Source: an optimization exercise on an open RTL-to-GDS flow (aim: small area, a short achievable clock period and few clock cycles). Production flows keep margins and buffers that such runs may drop. At most, simulation tests tie the RTL to the original design; equivalence was not proved. Function not checked in run 1: the RTL went through the layout flow alone. Power figures rest on the tool's default switching activity, not on a simulated workload.

==> flow/design.v (outline; a module is shown in full before it is edited, if it fits) <==
// module alu_arbiter: 1307 lines
module alu_arbiter #(
  parameter int MUL_LAT = 3
) (
  input  logic        clk,
  input  logic        reset,
  input  logic        i_reqA_valid,
  input  logic        i_reqB_valid,
  output logic        o_reqA_ready,
  output logic        o_reqB_ready,
  input  logic [31:0] i_reqA_op1,
  input  logic [31:0] i_reqA_op2,
  input  logic [31:0] i_reqB_op1,
  input  logic [31:0] i_reqB_op2,
  input  logic [3:0]  i_reqA_sel,
  input  logic [3:0]  i_reqB_sel,
  output logic        o_rsp_valid,
  input  logic        i_rsp_ready,
  output logic        o_rsp_id,
  output logic [31:0] o_rsp_data,
  output logic        o_rsp_zflag,
  output logic        o_busy
);
  // ...
==> flow/flow/run.sh <==
#!/bin/bash
# Standard ORFS layout with two changes:
#  - after the standard synthesis, polarity.py removes inverters (it picks the
#    polarity of each full adder and XOR gate, both of which can absorb an
#    inversion, and splits half adders whose inputs are both inverted);
#    registers, ports and all other cells are unchanged;
#  - the port buffers are buf_1 cells (the resizer may upsize them) instead
#    of the default delay-buffer cell.
set -euo pipefail
R=orfs/results/${FLOW_PLATFORM}/alu_arbiter/base
bash standard.sh synth > log_synth.txt 2>&1
python3 flow/polarity.py $R/1_2_yosys.v $R/1_2_yosys.pol.v > log_polarity.txt 2>&1
mv $R/1_2_yosys.pol.v $R/1_2_yosys.v
rm -f $R/1_synth.odb $R/1_synth.sdc
bash standard.sh BUFFER_PORTS_ARGS="-buffer_cell sky130_fd_sc_hd__buf_1" finish > log_layout.txt 2>&1
==> flow/flow/polarity.py <==
#!/usr/bin/env python3
"""Remove inverters from a Yosys/ABC gate netlist of sky130hd cells without
touching its registers or ports.

  * A full adder is self-dual: FA(~a, ~b, ~c) = (~sum, ~carry), so each
    full-adder cell may be used in inverted form.
  * An XOR/XNOR gate absorbs an inversion of any input or of its output by
    swapping xor2 <-> xnor2 (same size).
  * A half adder whose two inputs both come through inverters computes
    (x ^ y, ~(x | y)): it becomes an xor2 and a nor2 of x and y.

The script picks the polarity of every full adder and XOR gate so that as few
signals as possible need an inverter, then rebuilds the inverters (one per
signal that needs its complement).  Registers, ports and all other cells stay
as they are.

usage: polarity.py IN.v OUT.v
"""
import random
import re
import sys
from collections import defaultdict

P = "sky130_fd_sc_hd__"
FA_RE = re.compile(P + r"fa_\d+$")
HA_RE = re.compile(P + r"ha_\d+$")
XOR_RE = re.compile(P + r"x(n?)or2_(\d+)$")
INV_RE = re.compile(P + r"(inv|clkinv)_\d+$")
OUT_PINS = {"X", "Y", "Q", "Q_N", "SUM", "COUT", "HI", "LO"}

src = open(sys.argv[1]).read()
inst_re = re.compile(r"^  (" + P + r"\w+) (\S+)\s+\((.*?)\n  \);\n", re.S | re.M)

cells = {}
order = []
spans = {}
for m in inst_re.finditer(src):
    typ, name, body = m.group(1), m.group(2), m.group(3)
    pins = {}
    for pm in re.finditer(r"\.(\w+)\(([^()]*)\)", body):
        pins[pm.group(1)] = pm.group(2).strip()
    cells[name] = [typ, pins]
    order.append(name)
    spans[name] = (m.start(), m.end())

ports = set()
for m in re.finditer(r"^\s*(input|output)\s+(\[[^\]]*\]\s*)?(\S+);", src, re.M):
    ports.add(m.group(3))


def is_port_net(n):
    return n.split("[")[0].strip() in ports or n in ports


k = [0]


def fresh(prefix):
    k[0] += 1
    return f"_pol_{prefix}{k[0]}_"


new_wires = []
added = {}          # new cells: name -> [type, pins]


def maps():
    driver, loads = {}, defaultdict(list)
    for name, (typ, pins) in list(cells.items()) + list(added.items()):
        for p, n in pins.items():
            if p in OUT_PINS:
                driver[n] = name
            else:
                loads[n].append((name, p))
    return driver, loads


def allcells():
    return {**cells, **added}


# ---- half adders with both inputs inverted -> xor2 + nor2
driver, loads = maps()
n_ha = 0
for name in list(cells):
    typ, pins = cells[name]
    if not HA_RE.match(typ):
        continue
    da, db = driver.get(pins["A"]), driver.get(pins["B"])
    if not (da and db and INV_RE.match(allcells()[da][0]) and INV_RE.match(allcells()[db][0])):
        continue
    x = allcells()[da][1]["A"]
    y = allcells()[db][1]["A"]
    cells[name] = [P + "xor2_1", {"A": x, "B": y, "X": pins["SUM"]}]
    added[fresh("nor")] = [P + "nor2_1", {"A": x, "B": y, "Y": pins["COUT"]}]
    n_ha += 1

# ---- signal model
cellsall = allcells()
driver, loads = maps()
inv_cells = {n for n, (t, _) in cellsall.items() if INV_RE.match(t)}


def root_of(net):
    par = 0
    for _ in range(16):
        d = driver.get(net)
        if d is None or d not in inv_cells:
            break
        net = cellsall[d][1]["A"]
        par ^= 1
    return net, par


req = defaultdict(list)       # root -> [cell, pin, parity]
for name, (typ, pins) in cellsall.items():
    if name in inv_cells:
        continue
    for p, n in pins.items():
        if p in OUT_PINS:
            continue
        r, par = root_of(n)
        req[r].append([name, p, par])

# roots whose inverter tree drives a port (or that are ports) stay as they are
fixed = set()
for n in list(driver):
    if is_port_net(n):
        fixed.add(root_of(n)[0])
for r in req:
    if is_port_net(r):
        fixed.add(r)

kind = {}
for name, (typ, _) in cellsall.items():
    if FA_RE.match(typ):
        kind[name] = "fa"
    elif XOR_RE.match(typ):
        kind[name] = "x"
flip = {n: 0 for n in kind}

drv_var = {}                  # root -> cell whose flip inverts it
for n, kd in kind.items():
    pins = cellsall[n][1]
    for p in (("SUM", "COUT") if kd == "fa" else ("X", "Y")):
        if p in pins:
            drv_var[pins[p]] = n
in_roots = defaultdict(set)   # cell -> roots feeding it
for r, L in req.items():
    for c, p, par in L:
        if c in kind:
            in_roots[c].add(r)

blocked = set()
for n, kd in kind.items():
    outs = [r for r, c in drv_var.items() if c == n]
    if any(r in fixed or r not in req for r in outs):
        blocked.add(n)
    if kd == "fa" and any(r in fixed for r in in_roots[n]):
        blocked.add(n)


def need(r, c, par):
    """does this load want the complement of root r's current value?"""
    if kind.get(c) == "x":
        return 0
    e = par
    if kind.get(c) == "fa" and flip[c]:
        e ^= 1
    d = drv_var.get(r)
    if d is not None and flip[d]:
        e ^= 1
    return e


def cost(r):
    for c, p, par in req[r]:
        if need(r, c, par):
            return 1
    return 0


def affected(n):
    rs = {r for r, c in drv_var.items() if c == n and r in req}
    if kind[n] == "fa":
        rs |= in_roots[n]
    return rs


# out-roots per variable (for speed)
outs_of = defaultdict(list)
for r, c in drv_var.items():
    if r in req:
        outs_of[c].append(r)


def affected_fast(n):
    rs = set(outs_of[n])
    if kind[n] == "fa":
        rs |= in_roots[n]
    return rs


free = [n for n in kind if n not in blocked]
before = sum(cost(r) for r in req)


def try_flip(n):
    rs = affected_fast(n)
    c0 = sum(cost(r) for r in rs)
    flip[n] ^= 1
    c1 = sum(cost(r) for r in rs)
    return c1 - c0


for _ in range(30):
    ch = 0
    for n in free:
        d = try_flip(n)
        if d < 0:
            ch += 1
        else:
            flip[n] ^= 1
    if not ch:
        break

# simulated annealing from the greedy result
rng = random.Random(1)
cur = sum(cost(r) for r in req)
best, best_flip = cur, dict(flip)
T = 1.0
steps = 40000
for s in range(steps):
    T = 1.0 * (1 - s / steps) + 0.02
    n = rng.choice(free)
    d = try_flip(n)
    if d <= 0 or rng.random() < pow(2.718, -d / T):
        cur += d
        if cur < best:
            best, best_flip = cur, dict(flip)
    else:
        flip[n] ^= 1
flip.update(best_flip)
after = sum(cost(r) for r in req)
print(f"polarity: {n_ha} half adders split; {sum(flip[n] for n in kind if kind[n]=='fa')} "
      f"full adders and {sum(flip[n] for n in kind if kind[n]=='x')} xor gates inverted; "
      f"signals needing a complement {before} -> {after}", file=sys.stderr)

# ---- rebuild the inverters of every root with a changed or inverted load
del_cells = set()
xor_par = defaultdict(int)    # xor cell -> polarity change
for n in kind:
    if kind[n] == "x" and flip[n]:
        xor_par[n] ^= 1

rebuild = set()
for r, L in req.items():
    if r in fixed:
        continue
    d = drv_var.get(r)
    if (d is not None and flip[d]) or any(par or (c in kind and flip[c]) for c, p, par in L):
        rebuild.add(r)

for r in sorted(rebuild):
    invs = [c for (c, p) in loads.get(r, []) if c in inv_cells]
    stack = list(invs)
    while stack:
        c = stack.pop()
        if c in del_cells:
            continue
        del_cells.add(c)
        on = cellsall[c][1]["Y"]
        assert not is_port_net(on), on
        stack.extend(x for (x, p) in loads.get(on, []) if x in inv_cells)
    d = drv_var.get(r)
    rflip = 1 if (d is not None and flip[d]) else 0
    inv_loads = []
    for ent in req[r]:
        c, p, par = ent
        if kind.get(c) == "x":
            # connect straight to the root; the gate absorbs the difference
            xor_par[c] ^= par ^ rflip
            cellsall[c][1][p] = r
            continue
        if need(r, c, par):
            inv_loads.append((c, p))
        else:
            cellsall[c][1][p] = r
    # one inverter per group of at most 8 loads, sized by its load count
    for g in range(0, len(inv_loads), 8):
        grp = inv_loads[g:g + 8]
        inv_net = fresh("n")
        new_wires.append(inv_net)
        size = 1 if len(grp) <= 2 else (2 if len(grp) <= 5 else 4)
        added[fresh("inv")] = [P + f"inv_{size}", {"A": r, "Y": inv_net}]
        for c, p in grp:
            cellsall[c][1][p] = inv_net
    cellsall = allcells()

# inverters left without loads (e.g. after half-adder splits) are removed
while True:
    used = set()
    for nm, (t, pins) in allcells().items():
        if nm in del_cells:
            continue
        for p, n in pins.items():
            if p not in OUT_PINS:
                used.add(n)
    dead = [nm for nm, (t, pins) in allcells().items()
            if nm not in del_cells and INV_RE.match(t)
            and pins["Y"] not in used and not is_port_net(pins["Y"])]
    if not dead:
        break
    del_cells.update(dead)

for c, v in xor_par.items():
    if v:
        typ = cellsall[c][0]
        m = XOR_RE.match(typ)
        newt = P + ("xor2_" if m.group(1) else "xnor2_") + m.group(2)
        pins = cellsall[c][1]
        if m.group(1):          # xnor2 (output Y) -> xor2 (output X)
            pins["X"] = pins.pop("Y")
        else:
            pins["Y"] = pins.pop("X")
        cellsall[c][0] = newt
        if c in cells:
            cells[c][0] = newt
        else:
            added[c][0] = newt


def esc(n):
    return n + " " if n.startswith("\\") else n


def emit(typ, name, pins):
    body = ",\n".join(f"    .{p}({esc(n)})" for p, n in pins.items())
    return f"  {typ} {name} (\n{body}\n  );\n"


out = []
pos = 0
for name in order:
    s, e = spans[name]
    out.append(src[pos:s])
    pos = e
    if name in del_cells:
        continue
    out.append(emit(cells[name][0], name, cells[name][1]))
    if name == order[-1]:
        for nn, (t, pins2) in added.items():
            if nn not in del_cells:
                out.append(emit(t, nn, pins2))
out.append(src[pos:])
text = "".join(out)
idx = text.index("  wire ")
text = text[:idx] + "".join(f"  wire {w};\n" for w in new_wires) + text[idx:]
# safety: every loaded net must have exactly one driver, else keep the input
drv_cnt = defaultdict(int)
loaded = set()
for t, nm, b in re.findall(r"(" + P + r"\w+)\s+(\S+)\s*\((.*?)\);", text, re.S):
    for p, net in re.findall(r"\.(\w+)\(([^)]*)\)", b):
        net = net.strip()
        if p in OUT_PINS:
            drv_cnt[net] += 1
        else:
            loaded.add(net)
bad = [n for n in loaded if drv_cnt[n] != 1 and not is_port_net(n) and not n.startswith("1'b")]
bad += [n for n, v in drv_cnt.items() if v > 1]
if bad:
    print(f"polarity: netlist check failed ({bad[:5]}); keeping the input netlist", file=sys.stderr)
    text = src
open(sys.argv[2], "w").write(text)
n_inv_before = len(inv_cells)
n_inv_after = n_inv_before - len(del_cells & inv_cells) + sum(1 for nn in added if INV_RE.match(added[nn][0]) and nn not in del_cells)
print(f"polarity: inverters {n_inv_before} -> {n_inv_after}", file=sys.stderr)
==> flow/standard.sh <==
#!/bin/bash
# synth_recipe.tcl (not shown) runs the flow's synth.tcl, then flattens the netlist and writes it again
# the make line also repeats each setting of config.mk as NAME=value (left out here)
make -C /OpenROAD-flow-scripts/flow DESIGN_CONFIG=/design/flow/config.mk WORK_HOME=/design/flow/orfs CLKGATE_MAP_FILE= SYNTH_SCRIPT=/design/flow/synth_recipe.tcl "${@:-finish}"
==> flow/config.mk <==
export PLATFORM = sky130hd
export DESIGN_NAME = alu_arbiter
export DESIGN_NICKNAME = alu_arbiter
export VERILOG_FILES = /design/flow/design.v
export SDC_FILE = /design/flow/constraint.sdc
export NUM_CORES = 4
export LEC_CHECK = 0
export ABC_AREA = 1
export ABC_CLOCK_PERIOD_IN_PS = 4700
export CAP_MARGIN = 20
export CORE_MARGIN = 2
export CORE_UTILIZATION = 40
export SETUP_SLACK_MARGIN = 5.0
export SLEW_MARGIN = 20
==> flow/constraint.sdc <==
create_clock -name core_clock -period 9.5 [get_ports {clk}]
set_input_delay 1.9000 -clock core_clock [delete_from_list [all_inputs] [get_ports {clk}]]
set_output_delay 1.9000 -clock core_clock [all_outputs]
set_load 0.01 [all_outputs]
==> metrics.md, run 1 <==
| Metric | Value |
|---|---|
| CTS Buf Count | 17 |
| Largest Pwr Group | combinational cells |
| Starting Density | 0.4054 |
| Critical path, cell by cell | xor2_2, buf_6, a21oi_4, o21ai_0, a21oi_2, nand3_2, nand2_1, o211ai_1, a21oi_2, xor2_1, buf_2 |
| Top class by area | multi-input combinational cells |
| Routed wl met2 | 31720 um |
| Hold path startpoint | nv2$_DFFE_PP1N_ |
| Antenna Diode Count | 0 |
| Storage element area | 0.003759 mm2 |
| Final non-filler cell total | 3171 |
| Hold Buf Count CTS | 0 |
| CTS tree | done |
| Clock group power | 0.000701 W |
| Core area | 0.04895 mm2 |
| Hold depth | 2 |
| Gr ovfl total | 0 |
| Worst Setup Path Type | reg2out |
| Net count reported at finish | 2916 |
| TritonCTS Sinks | 153 |
| CTS H-tree depth | 4 |
| Initial antenna violation count | 0 |
| DP HPWL | 48120 um |
| Status | timing/DRC/antenna clean |
| Comb_multi_in | 1895 |
| VDD IR max | 0.2363 mV |
| Switching Share | 0.5581 |
| Worst hold slack | 0.4921 ns |
| HP Class | reg2reg |
| Data buffer area share | 0.06215 |
| Logic pwr share | 0.760 |
| Routed WL per cell | 21.29 um |
==> run 2, diff against run 1 <==
--- a/flow/design.v
+++ b/flow/design.v
@@ -15,27 +15,27 @@
   input  logic [3:0]  i_reqB_sel,
   output logic        o_rsp_valid,
   input  logic        i_rsp_ready,
   output logic        o_rsp_id,
   output logic [31:0] o_rsp_data,
   output logic        o_rsp_zflag,
   output logic        o_busy
 );
-  logic        last_b;       
   logic        cap_b, cap_v, stall, accept;
   logic [31:0] a, b;
   logic [3:0]  sel;
   logic        is_mul, is_add, is_sub, is_and, is_or, is_slt;
   logic [31:0] ax;
   logic [15:0] d_one, d_two, d_neg;
   logic        v1, id1;      
   logic        pick;         
   logic        qa, qb;       
-  logic        nv2, nlast_b;  
+  logic        nv2;          
+  logic        nlast_b;      
   logic [31:0] ma;           
   logic [31:0] ma_n;         
   logic [15:0] bo_n, bt_n;   
   assign ma = ~ma_n;
   assign bo = ~bo_n;
   assign bt = ~bt_n;
   logic [15:0] bo, bt, bn;   
   logic        v2, id2;      
@@ -73,32 +73,30 @@
       d_one[i] = is_mul & (b0 ^ bm);
       d_two[i] = is_mul & ((b1 & ~b0 & ~bm) | (~b1 & b0 & bm));
       d_neg[i] = is_mul & b1;
     end
     d_one[0] = ~is_mul | (b[0]);
   end
   always_ff @(posedge clk or posedge reset) begin
     if (reset) begin
-      last_b <= 1'b1;
       pick   <= 1'b0;
       v1     <= 1'b0;
       qa     <= 1'b0;
       qb     <= 1'b0;
       nv2    <= 1'b1;
       nlast_b <= 1'b0;
       v2     <= 1'b0;
     end else begin
       v1 <= cap_v;
       qa <= cap_v & ~cap_b;
       qb <= cap_v & cap_b;
       if (accept) nlast_b <= ~id1;
       if (!stall) nv2 <= ~accept;
       pick <= v1 ? id1 : ~pick;
-      if (accept) last_b <= id1;
       if (!stall) v2 <= accept;
     end
   end
   always_ff @(posedge clk) begin
     id1  <= cap_b;
     ma_n <= ~ax;
     bo_n <= ~d_one;
     bt_n <= ~d_two;
--- a/flow/config.mk
+++ b/flow/config.mk
@@ -5,10 +5,10 @@
 export SDC_FILE = /design/flow/constraint.sdc
 export NUM_CORES = 4
 export LEC_CHECK = 0
 export ABC_AREA = 1
 export ABC_CLOCK_PERIOD_IN_PS = 4700
 export CAP_MARGIN = 20
 export CORE_MARGIN = 2
 export CORE_UTILIZATION = 40
-export SETUP_SLACK_MARGIN = 5.0
+export SETUP_SLACK_MARGIN = 4.9
 export SLEW_MARGIN = 20
==> run 2 against run 1 <==
Net effect: synthesized cell count unchanged; hold slack worse by 0.0066 ns; sequential power about the same; core utilization down 0.75 points; routed wire length down 3.3%; global-route usage down 0.66 points; sequential share of layout area up 0.29 points; critical path depth down 4.
==> metrics.md, run 2 <==
| Metric | Value |
|---|---|
| Status | timing/DRC/antenna clean |
| Synth Instances | 2375 |
| HP Class | reg2reg |
| Fin crit share | 0.4841 |
| Net count reported at finish | 2895 (-0.72%) |
| Most frequent cells in the layout | xor2_1 (322), nand2_1 (313), o22ai_1 (261), fa_1 (197), buf_1 (176) |
| Vias in the first global route | 18040 |
| CTS tree | done |
| Hold Buf Count CTS | 0 (unchanged) |
| Pwr dens | 377.2 mW/mm2 |
| Final WL | 65320 um |
| CP endpoint kind | primary output |
| Max Clock Skew | 0.01322 ns |
| Critical Path AT | 2.70 ns |
| GR Util All Layers | 0.2579 |
| Worst Setup Path Type | reg2out |
| Max transition margin | 0.2518 |
| Initial antenna violation count | 0 (unchanged) |
| CP bufs+invs | 2 |
| CTS Buf Count | 17 (unchanged) |
| Port Buf Inserts | 178 |
| Die height | 226.1 um |
| Final non-filler cell total | 3150 (-0.66%) |
| Slowest CP cell | a2111o_1 |
| Clock latency (worst-skew pair) | 0.45 ns |
| Vias per std cell | 5.681 |
| Max cap viols | 0 |
| Crit path largest cell delay | 0.47 ns |
| Highest Clock Rate | 217.4 MHz |
| Syn avg cell area | 8.305 um2 |
| Setup violators final | 0 |
| P_leak | 10.80 nW |
| Setup TNS | 0 ns |
| Die width | 226.1 um |
| Starting Density | 0.4038 (-0.001643) |
| Placed cell count | 3102 |
| RSZ-0062 raised after global routing | true |
| Final Max Tran Viols | 0 |
| Fin. Hold Viols | 0 |
| Iteration-0 DRC Markers | 1715 |
| Top reg by flops | ma_n |
| Startpoint Class | flip-flop |
| Die area | 0.05111 mm2 |
| Antenna Diode Count | 0 (unchanged) |
| Antenna Nets Post-Route | 0 |
| First drt pass iteration count | 5 |
| Largest register FFs | 32 |
| Delay-heaviest family, CP | simple AND/OR/NAND/NOR gates |
| Core area | 0.04885 mm2 (-0.21%) |
| Worst-Margin Slew | 1.121 ns |
| Io pins | 179 |
| Final period demand of the worst path | 4.599 ns |
| Critical path, cell by cell | xnor2_2, inv_2, a2111o_1, nor4_4, nand3_1, nor3_2, buf_1 |
| RD Place Congestion | 0.9416 |
| Critical path required time | 7.60 ns |
| Routed WL per cell | 20.74 um (-2.6%) |
| Worst-case clock buffer depth | 2 |
| Commonest non-fill, non-tap cell in the layout | xor2_1 |
| CTS H-tree depth | 4 (unchanged) |
| TritonCTS Sinks | 153 (unchanged) |
| DP HPWL | 47520 um (-1.2%) |
| Synthesized Nets | 2797 |
| VDD IR max | 0.2077 mV (-12%) |
| Largest net degree at the start of global routing | 73 |
| Gr ovfl total | 0 (unchanged) |
| Root Buffer | clkbuf_16 |
| First-pass GRT wire length | 101500 um |
| Vias | 17900 |
| Fraction of layout cells with a size suffix above 1 | 0.1002 |
| Worst Path Max Fanout | 5 |
| Yosys warnings | 1 |
| Cell area after synthesis | 0.01973 mm2 |
| # DRC | 0 |
| Worst hold slack | 0.4856 ns (-0.006586 ns) |
| FP Rows | 81 |
| Clk slew on worst S/H paths | 0.07 ns |
| Area growth, synth to finish | 11.41% |
## run 2: changes by cell type in the layout (fill, tap and decap cells not counted), sizes merged, moves of 3 or more
cell / previous run / this run
or2: 53 / 49
buf: 256 / 241
a21oi: 107 / 103
xor2: 354 / 331
nand2: 303 / 329
and3: 4 / 1
nor2: 168 / 155
inv: 171 / 184
clkbuf: 27 / 19
nand3b: 1 / 4
xnor2: 50 / 65
o211ai: 6 / 2
o22ai: 264 / 261
o21ai: 159 / 153
## run 2: through the flow
| step | util | worst slack (ns) | total power (W) | cell area [um2] |
|---|---|---|---|---|
| floorplan | - | 4.935 | 0.005618 | 19730 |
| global placement | 0.4283 | 4.483 | 0.007242 | 20920 |
| detailed placement | 0.4283 | 4.393 | 0.007365 | 20920 |
| CTS | 0.4446 | 4.726 | 0.008173 | 21720 |
| global route | 0.4499 | 4.784 | 0.009076 | 21980 |
| finish | 0.4499 | 4.901 | 0.008289 | 21980 |
## run 2: power breakdown
group / total [W] / internal, W / switching [W]
Combinational: 0.00625 / 0.00224 / 0.00401
Sequential: 0.00131 / 0.00102 / 0.000289
Clock: 0.000729 / 0.000421 / 0.000308
Total: 0.00829 / 0.00368 / 0.00461
## run 2: path summary, 6_finish.rpt
path | from | to | slack (ns) | depth (start not counted)
min in group asynchronous | reset | pick$_DFF_PP0_ | 1.39 | 2
max | r29_0$_DFFE_PN_ | o_rsp_zflag | 4.90 | 7
max in group asynchronous | reset | nv2$_DFFE_PP1N_ | 7.82 | 2
min reg2reg | nv2$_DFFE_PP1N_ | nv2$_DFFE_PP1N_ | 0.49 | 2
max reg2reg | bn[0]$_DFF_P_ | r29_1$_DFFE_PN_ | 5.01 | 8
min | nv2$_DFFE_PP1N_ | nv2$_DFFE_PP1N_ | 0.49 | 2
## run 2: cell type report
type / count / area (um2)
Timing Repair Buffer: 241 / 1171
Sequential cell: 153 / 3754
Clock buffer: 19 / 464.2
Multi-Input combinational cell: 1884 / 14910
Clock inverter: 13 / 168.9
Tap cell: 664 / 830.8
Inverter: 176 / 674.4
Fill cell: 4884 / 26870
## run 2: layer usage
metal	vias to the layer above	part of all wire	GRT usage	wire, um
li1	8222	-	-	-
met1	8642	0.43	0.3376	28150
met2	883	0.46	0.4216	30070
met3	149	0.072	0.04241	4731
met4	0	0.036	0.1101	2365
met5	-	0	0	0
## run 2: worst register-to-register path, cell delays in order (launching register included)
cell and delay (ns):
dfxtp_2 0.31, buf_4 0.52, xor2_1 0.26, fa_1 0.48, fa_1 0.55, fa_1 0.55
fa_1 0.46, fa_1 0.52, fa_1 0.55
## run 2: repair_timing
item,in CTS,in global routing
pin swaps,3,11
setup buffers,7,9
gates cloned,0,0
resized for setup,17,46
endpoints found under the setup margin,15,19
Testbench counts of run 2, summed over its fixed seeds: cycles 2,416.
==> run 3, diff against run 2 <==
--- a/flow/config.mk
+++ b/flow/config.mk
@@ -10,5 +10,5 @@
 export CAP_MARGIN = 20
 export CORE_MARGIN = 2
 export CORE_UTILIZATION = 40
-export SETUP_SLACK_MARGIN = 4.9
+export SETUP_SLACK_MARGIN = 5.0
 export SLEW_MARGIN = 20
==> run 3 against run 2 <==
Net effect: via count increased by 1.0%; flip-flop and latch count unchanged; sequential power about the same; routed wire length increased by 2.1%; critical path depth increased by 5; power increased by 1.8%; non-clock buffer count increased by 31; still clean on timing, DRC and antenna; synthesized area unchanged; core utilization increased by 0.84 points; clock power decreased by 4.8%.
==> metrics.md, run 3 <==
| Metric | Value |
|---|---|
| Status | timing/DRC/antenna clean |
| Post-Place Worst Slack | 4.251 ns (-0.1413 ns) |
| Most frequent cells in the layout | xor2_1 (320), nand2_1 (309), o22ai_1 (261), fa_1 (197), buf_1 (169) |
| Critical R2R Launch | bn[2]$_DFF_P_ |
| Worst Setup Path Type | reg2out |
| Top Layer Used | met4 |
| Final non-filler cell total | 3182 (+1.0%) |
| # DRC | 0 (unchanged) |
| Routed wl met2 | 31670 um (+5.3%) |
| GR Util All Layers | 0.2615 (+0.003606) |
| Clock latency (worst-skew pair) | 0.46 ns (about the same) |
| Area growth, synth to finish | 13.49% |
| CP startpoint | r17_0$_DFFE_PN_ |
| Hold Buf Count CTS | 0 (unchanged) |
| Worst-Margin Slew | 1.160 ns (+0.03973 ns) |
| Slowest CP cell | edfxtp_1 |
| Critical Path AT | 2.67 ns (-0.03 ns) |
| Fin. Hold Viols | 0 (unchanged) |
| Final Max Tran Viols | 0 (unchanged) |
| Antenna Diode Count | 0 (unchanged) |
| Startpoint Class | flip-flop |
| CTS tree | done |
| Pwr dens | 377.0 mW/mm2 (about the same) |
| Vias per std cell | 5.682 (about the same) |
| Iteration-0 DRC Markers | 1476 (-14%) |
| Utilization after layout | 0.4583 (+0.008376) |
| Placed cell count | 3102 (unchanged) |
| Vias in the first global route | 18050 (+0.055%) |
| RR Endpoint | r30_1$_DFFE_PN_ |
| Final period demand of the worst path | 4.568 ns (-0.03072 ns) |
| Reg2Reg Depth | 9 (+1) |
| Area taken by multi-input logic gates | 0.01506 mm2 (+0.98%) |
| Max cap viols | 0 (unchanged) |
| FP Rows | 81 (unchanged) |
| Starting Density | 0.4038 (unchanged) |
| Clk slew on worst S/H paths | 0.07 ns (about the same) |
| CTS Buf Count | 17 (unchanged) |
| R2R setup slack | 5.11 ns (+0.10 ns) |
| Io pins | 179 (unchanged) |
| HP Class | reg2reg |
| Commonest non-fill, non-tap cell in the layout | xor2_1 |
| Max transition margin | 0.2253 (-0.02652) |
| Fillers | 4819 (-1.3%) |
| Final instance area | 0.02239 mm2 (+1.9%) |
| VDD IR max | 0.1515 mV (-27%) |
| RSZ-0062 raised after global routing | true |
| Setup TNS | 0 ns (unchanged) |
| Fraction of layout cells with a size suffix above 1 | 0.1231 (+0.02295) |
| Die height | 226.1 um (unchanged) |
| Storage element area | 0.003757 mm2 (about the same) |
| Final worst slack | 4.932 ns (+0.03072 ns) |
| Initial antenna violation count | 0 (unchanged) |
| Synth Instances | 2375 (unchanged) |
| Worst-case clock buffer depth | 2 (unchanged) |
| Cell area after synthesis | 0.01973 mm2 (unchanged) |
| CP endpoint kind | primary output |
| Vias | 18080 (+1.0%) |
| Worst Path Max Fanout | 3 (-2) |
| CP Capture Point | o_rsp_data[31] |
| RD Place Congestion | 0.9250 (-1.8%) |
| Met1 wire length | 28290 um (+0.50%) |
| Routed WL per cell | 20.95 um (+1.1%) |
| DP Area | 0.02092 mm2 (about the same) |
| CTS H-tree depth | 4 (unchanged) |
| Yosys warnings | 1 (unchanged) |
| Met3 WL | 4792 um (+1.3%) |
| Critical path required time | 7.60 ns (about the same) |
| Synthesized Nets | 2797 (unchanged) |
| DP HPWL | 48110 um (+1.2%) |
| Final WL | 66680 um (+2.1%) |
| Levels on crit path | 12 (+5) |
| Net count reported at finish | 2927 (+1.1%) |
| Crit path largest cell delay | 0.51 ns (+0.04 ns) |
| First-pass GRT wire length | 102100 um (+0.60%) |
| Core area | 0.04885 mm2 (unchanged) |
| Largest net degree at the start of global routing | 67 (-8.2%) |
| Gr ovfl total | 0 (unchanged) |
| Syn avg cell area | 8.305 um2 (unchanged) |
| CP bufs+invs | 2 (unchanged) |
| Hold depth | 2 (unchanged) |
| Max Clock Skew | 0.01280 ns (-0.0004151 ns) |
| Fin crit share | 0.4809 (-0.003234) |
| Antenna Nets Post-Route | 0 (unchanged) |
| Top reg by flops | ma_n |
| Root Buffer | clkbuf_16 |
| P_leak | 11.01 nW (+2.0%) |
| Port Buf Inserts | 178 (unchanged) |
| Setup violators final | 0 (unchanged) |
| Delay-heaviest family, CP | compound AO/OA/AOI/OAI gates |
| Die width | 226.1 um (unchanged) |
| Critical path, cell by cell | ha_2, a21oi_1, o21ai_1, a21oi_2, nand3_2, nand2_1, o211ai_1, nand2_1, inv_2, a21oi_2, xnor2_1, buf_2 |
| Die area | 0.05111 mm2 (unchanged) |
| TritonCTS Sinks | 153 (unchanged) |
| First drt pass iteration count | 6 (+1) |
| Largest register FFs | 32 (unchanged) |
| Highest Clock Rate | 218.9 MHz (+0.67%) |
-- run 3: timing repair --
action                     4_1_cts  5_1_grt
cloned                           1        0
setup buffers                   14       33
setup endpoints to repair       27       33
pin swaps                        7       29
resized for setup               32       81
-- run 3: worst reg2reg max path: stages (launching register included) --
cell,delay (ns)
dfxtp_1,0.34
buf_8,0.26
clkinvlp_4,0.24
xnor2_1,0.28
fa_1,0.47
fa_1,0.52
fa_1,0.56
fa_1,0.48
fa_1,0.52
fa_1,0.47
-- run 3: metrics by stage --
stage	hold WS (ns)	total power [W]
floorplan	0.4467	0.005619
global placement	0.4825	0.007280
detailed placement	0.4853	0.007376
CTS	0.4966	0.008205
global route	0.5392	0.009201
finish	0.4988	0.008439
-- run 3: routing by layer --
layer	vias to the layer above	track usage
met3	120	0.03851
met2	855	0.4385
met5	-	0
li1	8303	-
met1	8801	0.3419
met4	0	0.09635
-- run 3: area by class of cell --
class                           count  share of cell area
Sequential cell                   153              0.1678
Timing Repair Buffer              272             0.06534
Tap cell                          664             0.03711
Clock buffer                       19             0.02029
Inverter                          176             0.03013
Clock inverter                     13            0.006540
Multi-Input combinational cell   1885              0.6727
-- run 3: how the worst min path moves through the flow --
stage | startpoint | slack [ns] | end
after global placement | nv2$_DFFE_PP1N_ | 0.48 | nv2$_DFFE_PP1N_
after CTS | nv2$_DFFE_PP1N_ | 0.50 | nv2$_DFFE_PP1N_
after global routing | id1$_DFF_P_ | 0.54 | id2$_DFFE_PN_
after detailed placement | nv2$_DFFE_PP1N_ | 0.49 | nv2$_DFFE_PP1N_
final | nv2$_DFFE_PP1N_ | 0.50 | nv2$_DFFE_PP1N_
after floorplan | id1$_DFF_P_ | 0.45 | id2$_DFFE_PN_
-- run 3: where the power goes --
group | internal [W] | switching, W
Clock | 0.000387 | 0.000307
Combinational | 0.00233 | 0.00410
Sequential | 0.00102 | 0.000296
==> run 4, diff against run 3 <==
--- a/flow/config.mk
+++ b/flow/config.mk
@@ -10,5 +10,5 @@
 export CAP_MARGIN = 20
 export CORE_MARGIN = 2
 export CORE_UTILIZATION = 40
-export SETUP_SLACK_MARGIN = 5.0
+export SETUP_SLACK_MARGIN = 4.8
 export SLEW_MARGIN = 20
==> run 4 against run 3 <==
Net effect: worst setup slack worse by 0.049 ns; non-clock buffer count down 33; flip-flop and latch count unchanged; clock power up 6.8%; largest cell class unchanged.
==> metrics.md, run 4 <==
| Metric | Value |
|---|---|
| Status | timing/DRC/antenna clean |
| Antenna Diode Count | 0 (unchanged) |
| Max cap viols | 0 (unchanged) |
| Syn avg cell area | 8.305 um2 (unchanged) |
| Max transition margin | 0.2468 (+0.02155) |
| Setup TNS | 0 ns (unchanged) |
| Clock latency (worst-skew pair) | 0.46 ns (about the same) |
| Die width | 226.1 um (unchanged) |
| CTS H-tree depth | 4 (unchanged) |
| Top reg by flops | ma_n |
| Clk slew on worst S/H paths | 0.07 ns (about the same) |
| Die area | 0.05111 mm2 (unchanged) |
| Critical R2R Launch | bn[0]$_DFF_P_ |
| CTS Buf Count | 17 (unchanged) |
| Hold Buf Count CTS | 0 (unchanged) |
| Synth Instances | 2375 (unchanged) |
| Die height | 226.1 um (unchanged) |
| Startpoint Class | flip-flop |
| Core area | 0.04885 mm2 (unchanged) |
| Pwr dens | 377.1 mW/mm2 (about the same) |
| Reg2Reg Depth | 8 (-1) |
| Initial antenna violation count | 0 (unchanged) |
| First drt pass iteration count | 6 (unchanged) |
| Cell area after synthesis | 0.01973 mm2 (unchanged) |
| Fin. Hold Viols | 0 (unchanged) |
| GR Util All Layers | 0.2588 (-0.002678) |
| TritonCTS Sinks | 153 (unchanged) |
| DP HPWL | 47790 um (-0.67%) |
| HP Class | reg2reg |
| Critical path required time | 7.60 ns (about the same) |
| Root Buffer | clkbuf_16 |
| RSZ-0062 raised after global routing | true |
| R2R setup slack | 5.01 ns (-0.10 ns) |
| VDD IR max | 0.1900 mV (+25%) |
| Iteration-0 DRC Markers | 1555 (+5.4%) |
| Most frequent cells in the layout | xor2_1 (321), nand2_1 (317), o22ai_1 (261), fa_1 (197), buf_1 (176) |
| Hold path startpoint | nv2$_DFFE_PP1N_ |
| Final WL | 65590 um (-1.6%) |
| Hold depth | 2 (unchanged) |
| First-pass GRT wire length | 101700 um (-0.34%) |
| Final Max Tran Viols | 0 (unchanged) |
| Starting Density | 0.4038 (unchanged) |
| Hold path endpoint | nv2$_DFFE_PP1N_ |
| Max Clock Skew | 0.01758 ns (+0.004776 ns) |
| Worst Path Max Fanout | 2 (-1) |
| Highest Clock Rate | 216.6 MHz (-1.1%) |
| Critical Path AT | 2.72 ns (+0.05 ns) |
| P_leak | 10.73 nW (-2.6%) |
| Net count reported at finish | 2893 (-1.2%) |
| Yosys warnings | 1 (unchanged) |
| Largest register FFs | 32 (unchanged) |
| Vias per std cell | 5.652 (-0.52%) |
| Largest net degree at the start of global routing | 72 (+7.5%) |
| Commonest non-fill, non-tap cell in the layout | xor2_1 |
| Worst-Margin Slew | 1.128 ns (-0.03228 ns) |
| Worst Setup Path Type | reg2out |
| RD Place Congestion | 0.9172 (-0.84%) |
| Worst-case clock buffer depth | 2 (unchanged) |
| Routed WL per cell | 20.84 um (-0.56%) |
| CP endpoint kind | primary output |
| Synthesized Nets | 2797 (unchanged) |
| Setup violators final | 0 (unchanged) |
| Io pins | 179 (unchanged) |
| Final period demand of the worst path | 4.617 ns (+0.04895 ns) |
| Worst hold slack | 0.4911 ns (-0.007644 ns) |
| FP Rows | 81 (unchanged) |
| CTS tree | done |
| RR Endpoint | r29_1$_DFFE_PN_ |
| Port Buf Inserts | 178 (unchanged) |
| Vias | 17790 (-1.6%) |
| Fraction of layout cells with a size suffix above 1 | 0.09622 (-0.02690) |
| Fin crit share | 0.4860 (+0.005153) |
| Vias in the first global route | 17900 (-0.84%) |
| Gr ovfl total | 0 (unchanged) |
| Antenna Nets Post-Route | 0 (unchanged) |
| # DRC | 0 (unchanged) |
| Area growth, synth to finish | 10.97% |
[run 4: stage by stage]
step	power, W	util	worst slack, ns	instances	instance area (um2)
after global placement	0.007267	0.4283	4.496	3102	20920
after CTS	0.008162	0.4438	4.751	3139	21680
after detailed placement	0.007356	0.4283	4.354	3102	20920
after global routing	0.009058	0.4481	4.715	3148	21890
after floorplan	0.005618	-	4.832	2375	19730
final	0.008255	0.4481	4.883	3148	21890
[run 4: how the worst max path moves through the flow]
stage	start	to	slack [ns]	cells past startpoint
after detailed placement	i_reqB_sel[1]	ma_n[26]$_DFF_P_	4.35	16
after CTS	r26_0$_DFFE_PN_	o_rsp_zflag	4.75	8
after global routing	rp10$_DFFE_PN_	o_rsp_data[31]	4.72	13
after global placement	i_reqB_sel[2]	ma_n[26]$_DFF_P_	4.50	16
after floorplan	bn[1]$_DFF_P_	r29_1$_DFFE_PN_	4.83	9
final	r17_1$_DFFE_PN_	o_rsp_data[31]	4.88	13
[run 4: final cells by class]
| type | instances | area, um2 |
|---|---|---|
| fillers | 4843 | 26960 |
| multi-input cells | 1884 | 14850 |
| flip-flops and latches | 153 | 3755 |
| repair buffers | 239 | 1140 |
| well taps | 664 | 830.8 |
| inverters | 176 | 674.4 |
| clock buffers | 18 | 439.2 |
| clock inverters | 14 | 198.9 |
[run 4: where the power goes]
part,internal (W),switching [W]
sequential,0.00102,0.000294
combinational,0.00221,0.00398
clock,0.000432,0.000309
total,0.00367,0.00459
[run 4: timing repair]
| item | in CTS | in global routing |
|---|---|---|
| setup endpoints to repair | 9 | 18 |
| pin swaps | 2 | 7 |
| setup buffers | 5 | 9 |
| gates cloned | 0 | 0 |
| gates resized for setup | 11 | 32 |
[run 4: routing by layer]
| metal | global-route usage | up-vias | share of wire |
|---|---|---|---|
| met5 | 0 | - | 0 |
| met1 | 0.3432 | 8629 | 0.43 |
| met2 | 0.4278 | 840 | 0.47 |
| li1 | - | 8216 | - |
| met3 | 0.04189 | 107 | 0.071 |
| met4 | 0.09041 | 0 | 0.028 |
[run 4: worst max-delay path, stage by stage (launching register included)]
cell,delay [ns]
edfxtp_1,0.49
buf_6,0.17
ha_2,0.17
a21oi_2,0.17
o21ai_1,0.09
a21oi_1,0.16
nand3_2,0.15
nand2_1,0.10
o211ai_1,0.16
nand2_1,0.13
inv_2,0.06
a21oi_2,0.14
xnor2_1,0.13
buf_2,0.15
==> run 5, diff against run 4 <==
--- a/flow/config.mk
+++ b/flow/config.mk
@@ -10,5 +10,6 @@
 export CAP_MARGIN = 20
 export CORE_MARGIN = 2
 export CORE_UTILIZATION = 40
+export CTS_BUF_LIST = sky130_fd_sc_hd__clkbuf_8
 export SETUP_SLACK_MARGIN = 4.8
 export SLEW_MARGIN = 20
==> run 5 against run 4 <==
Net effect: flip-flop and latch count unchanged; clock power is 23% lower; clock skew rose by 0.0087 ns; die area did not move; synthesized area unchanged; combinational power up 0.6%; still clean.
==> metrics.md, run 5 <==
| Metric | Value |
|---|---|
| Antenna Nets Post-Route | 0 (unchanged) |
| Vias in the first global route | 17950 (+0.26%) |
| Largest register FFs | 32 (unchanged) |
| Met3 usage in global routing | 0.04528 (+0.003383) |
| VDD IR max | 0.1894 mV (-0.30%) |
| Met2 usage | 0.4331 (+0.005261) |
| Critical path required time | 7.60 ns (about the same) |
| CP startpoint | r18_0$_DFFE_PN_ |
| Final Max Tran Viols | 0 (unchanged) |
| Max cap viols | 0 (unchanged) |
| Critical R2R Launch | bn[0]$_DFF_P_ |
| Worst Setup Path Type | reg2out |
| Port Buf Inserts | 178 (unchanged) |
| Worst Path Max Fanout | 4 (+2) |
| HP Class | reg2reg |
| Startpoint Class | flip-flop |
| Root Buffer | clkbuf_8 |
| Pwr dens | 372.1 mW/mm2 (-1.3%) |
| Iteration-0 DRC Markers | 1577 (+1.4%) |
| Hold path startpoint | nv2$_DFFE_PP1N_ |
| Routed WL per cell | 20.86 um (+0.13%) |
| First drt pass iteration count | 6 (unchanged) |
| Storage element area | 0.003755 mm2 (unchanged) |
| Reg2Reg Depth | 8 (unchanged) |
| Hold depth | 2 (unchanged) |
| # DRC | 0 (unchanged) |
| Top reg by flops | ma_n |
| Fraction of layout cells with a size suffix above 1 | 0.1024 (+0.006194) |
| GRT busiest layer | met2 |
| TritonCTS Sinks | 153 (unchanged) |
| Vias | 17760 (-0.17%) |
| FP Rows | 81 (unchanged) |
| Yosys warnings | 1 (unchanged) |
| Area growth, synth to finish | 10.57% |
| Met1 usage | 0.3421 (-0.001156) |
| Area taken by multi-input logic gates | 0.01492 mm2 (+0.46%) |
| Fin crit share | 0.4910 (+0.004994) |
| Largest net degree at the start of global routing | 72 (unchanged) |
| Die width | 226.1 um (unchanged) |
| First-pass GRT wire length | 102100 um (+0.30%) |
| Fillers | 4881 (+0.78%) |
| Synth Instances | 2375 (unchanged) |
| RD Place Congestion | 0.9172 (unchanged) |
| Worst-case clock buffer depth | 2 (unchanged) |
| Highest Clock Rate | 214.4 MHz (-1.0%) |
| Max transition margin | 0.2293 (-0.01755) |
| Fin. Hold Viols | 0 (unchanged) |
| CTS tree | done |
| Vias per std cell | 5.629 (-0.40%) |
| Io pins | 179 (unchanged) |
| Gr ovfl total | 0 (unchanged) |
| DP HPWL | 47790 um (unchanged) |
| RSZ-0062 raised after global routing | true |
| CTS Buf Count | 17 (unchanged) |
| R2R setup slack | 5.00 ns (about the same) |
| Initial antenna violation count | 1 (+1) |
| Clk slew on worst S/H paths | 0.11 ns (+0.04 ns) |
| Worst hold slack | 0.4961 ns (+0.005032 ns) |
| CTS H-tree depth | 4 (unchanged) |
| Final WL | 65820 um (+0.35%) |
| Core area | 0.04885 mm2 (unchanged) |
| P_leak | 10.71 nW (-0.15%) |
| CP endpoint kind | primary output |
| Worst-Margin Slew | 1.154 ns (+0.02628 ns) |
| Starting Density | 0.4038 (unchanged) |
| Most frequent cells in the layout | xor2_1 (319), nand2_1 (314), o22ai_1 (261), fa_1 (197), buf_1 (176) |
| Syn avg cell area | 8.305 um2 (unchanged) |
| Die height | 226.1 um (unchanged) |
| Max Clock Skew | 0.02631 ns (+0.008738 ns) |
| Setup violators final | 0 (unchanged) |
| Die area | 0.05111 mm2 (unchanged) |
| GR Util All Layers | 0.2600 (+0.001236) |
| Synthesized Nets | 2797 (unchanged) |
| Net count reported at finish | 2899 (+0.21%) |
| Critical Path AT | 2.76 ns (+0.04 ns) |
| Cell area after synthesis | 0.01973 mm2 (unchanged) |
| Setup TNS | 0 ns (unchanged) |
| Hold Buf Count CTS | 0 (unchanged) |
| Status | timing/DRC/antenna clean |
| Final period demand of the worst path | 4.665 ns (+0.04744 ns) |
| Clock latency (worst-skew pair) | 0.52 ns (+0.06 ns) |
| Commonest non-fill, non-tap cell in the layout | xor2_1 |
## run 5: cell count changes in the layout (fill, tap and decap cells not counted), moves of 3 or more
cell       change
xor2_2         +3
nand2_2        +3
clkbuf_8      +17
nand2_1        -3
buf_4          +7
nor4_4         +3
nor4_2         -3
clkbuf_16     -17
## run 5: per-layer routing
metal,share of wire,vias to the layer above
li1,-,8233
met3,0.071,122
met1,0.43,8615
met4,0.027,0
met2,0.47,791
met5,0,-
## run 5: layout make-up
cell class                 count  share of cell area
antenna                        1           0.0001147
tap                          664             0.03809
clock inverter                14            0.009122
sequential                   153              0.1722
clock buffer                  18             0.01136
inverter                     176             0.03092
timing repair buffer         245             0.05416
multi-input combinational   1884              0.6841
## run 5: worst paths after layout
check / to
setup reg to reg: r29_1$_DFFE_PN_
hold / removal: nv2$_DFFE_PP1N_
hold reg to reg: nv2$_DFFE_PP1N_
min in group asynchronous: nlast_b$_DFFE_PP0N_
setup / recovery: o_rsp_data[29]
max in group asynchronous: nv2$_DFFE_PP1N_
## run 5: power breakdown
part	total, W	internal [W]	switching [W]
logic	0.00624	0.00222	0.00401
registers	0.00131	0.00102	0.000292
clock network	0.000569	0.000278	0.000291
total	0.00812	0.00352	0.00460
## run 5: through the flow
step	area (um2)	power, W	worst slack [ns]	std cells	utilization
floorplan	19730	0.005618	4.832	2375	-
global placement	20920	0.007267	4.496	3102	0.4283
detailed placement	20920	0.007356	4.354	3102	0.4283
CTS	21530	0.008007	4.725	3142	0.4408
global route	21810	0.008917	4.632	3155	0.4465
finish	21810	0.008116	4.835	3155	0.4465
## run 5: timing repair
action | in CTS | in global routing
setup endpoints to repair | 11 | 18
pin swaps | 4 | 8
gates cloned | 0 | 0
resized for setup | 14 | 40
setup buffers | 8 | 12
## run 5: worst max-delay path: stages, from the launching register on
cell	delay [ns]
edfxtp_1	0.48
xor2_2	0.35
nand2_2	0.14
nor4_2	0.31
nand3_1	0.14
nand3_2	0.16
nand2_1	0.07
o211ai_1	0.16
a21oi_1	0.12
xor2_1	0.14
buf_1	0.17

-- port drivers added, routing unchanged --
In the flow no input, the clock included, has a driving cell. The finished layouts below were timed again as built, in two steps. Step 1 (the two cells are an assumption about what drives the block):
set clk [get_ports {clk}]
set_driving_cell -lib_cell sky130_fd_sc_hd__clkbuf_16 $clk
set_driving_cell -lib_cell sky130_fd_sc_hd__buf_2 [delete_from_list [all_inputs] $clk]
Step 2 also shifts input and output timing later by t, the mid clock arrival at the registers, as if the neighbouring blocks saw the same clock. Slacks: no drivers / after step 1 / after step 2; pairs: no drivers / after step 1.
run	shift t [ns]	setup WS [ns]	worst register clock-pin slew, ns	cell pins on the clock port's net
run 1	0.512	4.921 / 4.865 / 4.711	0.08 / 0.08	1
run 2	0.502	4.901 / 4.846 / 4.663	0.07 / 0.07	1
run 3	0.512	4.932 / 4.876 / 4.734	0.07 / 0.07	1
run 4	0.510	4.883 / 4.822 / 4.557	0.08 / 0.08	1
run 5	0.566	4.835 / 4.780 / 4.575	0.11 / 0.11	1
After both steps every run listed still meets setup and hold. For run 4, which loses most, drivers alone change the setup slack by -0.061 ns; drivers and shift together by -0.326 ns.
